This design comes from an exercise in tuning for small area, a short achievable clock period and few clock cycles per item on the open sky130 flow, not from production work.
Function was checked by simulation only, so behaviour that the tests miss may differ from the original.
Power figures rest on the tool's default switching activity, not on a simulated workload.

## onyx
## dcacheTop
module dcacheTop (
	input logic CLK,
	input logic nRST,
	input logic dmemREN,
	input logic dmemWEN,
	input logic [31:0] dmemAddr,
	input logic [31:0] dmemStore,
	output logic [31:0] dmemLoad,
	output logic dhit,
	output logic dREN,
	output logic dWEN,
	output logic [31:0] dAddr,
	output logic [31:0] dStore,
	input logic [31:0] dLoad,
	input logic dwait
);
For scale: ~4400 cells after synthesis, about 200 I/O pins.
clock: 7.5 ns
lec_check: 0
abc_clock_period_in_ps: 2500
cap_margin: 20
core_margin: 2
core_utilization: 65
cts_buf_list: sky130_fd_sc_hd__clkbuf_8
cts_cluster_diameter: 55
cts_cluster_size: 18
setup_slack_margin: 4.5
slew_margin: 20
tns_end_percent: 5
standard.sh (not shown) runs the stock make flow with config.mk's settings and CLKGATE_MAP_FILE= SYNTH_SCRIPT=/design/flow/synth_recipe.tcl, a recipe that flattens the netlist after the stock synthesis.
==> flow/flow/run.sh <==
#!/bin/bash
# The standard layout, with every port buffered by a plain buffer
# (sky130_fd_sc_hd__buf_2) instead of the default delay-buffer cell.
set -euo pipefail
export BUFFER_PORTS_ARGS="-buffer_cell sky130_fd_sc_hd__buf_2"
bash standard.sh > standard.log 2>&1
Testbench counts of onyx, summed over its fixed seeds: cycles 126,219, items 24,000.
> inputs changed (onyx -> quartz)
Settings: CTS_CLUSTER_SIZE now 16, was 18; CTS_CLUSTER_DIAMETER now 50, was 55.
Results
- Compared with onyx, quartz shows a higher number of gates resized after cts.
- The final reports for quartz and onyx show detailed router's first-iteration violation count lower in the former.
- From quartz to onyx, sink count of the clock tree did not move at all.
- The run showing the smaller register-to-register slack is onyx.
- quartz gives less non-clock buffer count than onyx did.
- Higher clock period minus worst slack among quartz and onyx: onyx
- As far as worst clock skew is concerned, quartz and onyx perform about the same.
- Setup slack: quartz and onyx compared, lower one is onyx
- Going from onyx to quartz, number of clock buffers inserted by TritonCTS grows by 5.8%.
- Comparing onyx with quartz, the utilization of the core after routing came out essentially unchanged.
- Between onyx and quartz, transition time at the pin with the least slew margin decreased.
diff inputs: quartz => garnet
Settings: CTS_CLUSTER_DIAMETER changed from 50 to 70; CTS_BUF_LIST removed (was sky130_fd_sc_hd__clkbuf_8); CTS_CLUSTER_SIZE changed from 16 to 25.
Findings:
- garnet finished every step from synthesis to the final layout, and the layout passed the timing, design-rule and antenna checks.
- The share of the clock period used by the worst path after layout on garnet is in line with that on quartz.
- Looking at insertion delay of the later-clocked pin in the worst-skew pair across quartz and garnet, the one that comes out lower is garnet.
- Summary of garnet over quartz: cell internal power dissipation now sits lower; count of inverters not on the clock network in the layout now sits higher; cell area now sits higher; post-detailed-route via-to-cell ratio now sits higher.

Setup of main:
dcacheTop, a different RTL version from the one above (not shown whole).
Size: ~4,400 cells after synthesis, roughly 1,600 flip-flops, about 200 I/O pins, ~68,000 sq um of cells after synthesis.
// dcacheTop
module dcacheTop (
	input logic CLK,
	input logic nRST,
	input logic dmemREN,
	input logic dmemWEN,
	input logic [31:0] dmemAddr,
	input logic [31:0] dmemStore,
	output logic [31:0] dmemLoad,
	output logic dhit,
	output logic dREN,
	output logic dWEN,
	output logic [31:0] dAddr,
	output logic [31:0] dStore,
	input logic [31:0] dLoad,
	input logic dwait
);
	logic [7:0] valid0, valid1, dirty0, dirty1, lru;
	logic [25:0] tag0 [8];
	logic [25:0] tag1 [8];
	logic [31:0] data0 [8][2];
	logic [31:0] data1 [8][2];
	logic hitResp;  
	logic fillResp;  
	logic wb0, wb1, f0, f1;  
	logic drenR, dwenR, dhitR;
	logic hitWay;  
	logic vR;  
	logic [7:0] setR;  
	logic [29:0] addrR;  
	logic [31:0] loadR;  
	logic [31:0] storeR;  
	logic [25:0] reqTag;
	logic [2:0] idx;
	logic ws, req;
	assign reqTag = dmemAddr[31:6];
	assign idx = dmemAddr[5:3];
	assign ws = dmemAddr[2];
	assign req = dmemREN | dmemWEN;
	logic idle;
  ...
==> flow/config.mk <==
export PLATFORM = sky130hd
export DESIGN_NAME = dcacheTop
export DESIGN_NICKNAME = dcacheTop
export VERILOG_FILES = /design/flow/design.v
export SDC_FILE = /design/flow/constraint.sdc
export NUM_CORES = 4
export LEC_CHECK = 0
export ABC_CLOCK_PERIOD_IN_PS = 2500
export CAP_MARGIN = 20
export CORE_MARGIN = 2
export CORE_UTILIZATION = 55
export CTS_CLUSTER_DIAMETER = 70
export CTS_CLUSTER_SIZE = 25
export SETUP_SLACK_MARGIN = 4.5
export SLEW_MARGIN = 20
export TNS_END_PERCENT = 5
==> flow/constraint.sdc <==
create_clock -name core_clock -period 7.5 [get_ports {CLK}]
set_input_delay 1.5000 -clock core_clock [delete_from_list [all_inputs] [get_ports {CLK}]]
set_output_delay 1.5000 -clock core_clock [all_outputs]
set_load 0.01 [all_outputs]
Scripts as last shown in full above: flow/flow/run.sh
Every stage of the flow completed for main, and the final layout passed the timing, design-rule and antenna checks.
Testbench counts of main, summed over its fixed seeds: cycles 124,981, items 24,000.
Modified inputs, the feature branch compared to main
Settings: SETUP_SLACK_MARGIN changed from 4.5 to 5.0.
==> flow/run.sh (new file) <==
#!/bin/bash
# synth_recipe.tcl (not shown) runs the flow's synth.tcl, then flattens the netlist and writes it again
# the make line also repeats each setting of config.mk as NAME=value (left out here)
make -C /OpenROAD-flow-scripts/flow DESIGN_CONFIG=/design/flow/config.mk WORK_HOME=/design/flow/orfs CLKGATE_MAP_FILE= SYNTH_SCRIPT=/design/flow/synth_recipe.tcl finish
removed: flow/flow/run.sh
removed: flow/standard.sh
The feature branch went all the way through synthesis, placement and routing and the layout is clean on timing, DRC and antenna.
main → the feature branch: normalized max-slew margin has decreased, worst setup slack has increased, fraction of met2 tracks used by global routing has increased, global-route total usage across every layer has increased, non-clock inverter instance count of the final layout has increased.
For the wire length, the feature branch came in about 8% higher than main did.

==> afterwards: timing with drivers on the ports <==
The flow's constraints put no driver on any port. The routed layouts listed below were extracted and timed again, unchanged, in two steps. Step 1, drivers: a clkbuf_16 drives CLK and a buf_2 each remaining input, both assumed. Step 2 times the ports against the registers' clock, not the clock port: input delays grow and output delays shrink by t, the midpoint of the rising clock arrivals with the driver on. Three values: ideal, step 1, step 2; two values: the first two.
run | shift t [ns] | slack for setup (ns) | worst hold slack (ns) | cell pins on the clock port's net
onyx | 0.947 | 4.213 / 3.996 / 3.049 | 0.467 / 0.467 / 0.467 | 1
quartz | 0.942 | 4.227 / 3.937 / 2.995 | 0.463 / 0.463 / 0.463 | 1
garnet | 0.788 | 4.217 / 3.831 / 3.043 | 0.469 / 0.469 / 0.469 | 1
main | 0.861 | 4.238 / 3.941 / 3.080 | 0.474 / 0.474 / 0.474 | 1
the feature branch | 0.863 | 4.315 / 4.049 / 3.186 | 0.480 / 0.480 / 0.480 | 1
After both steps every run listed still meets setup and hold. For quartz, which loses most, drivers alone change the setup slack by -0.290 ns; drivers and shift together by -1.232 ns.
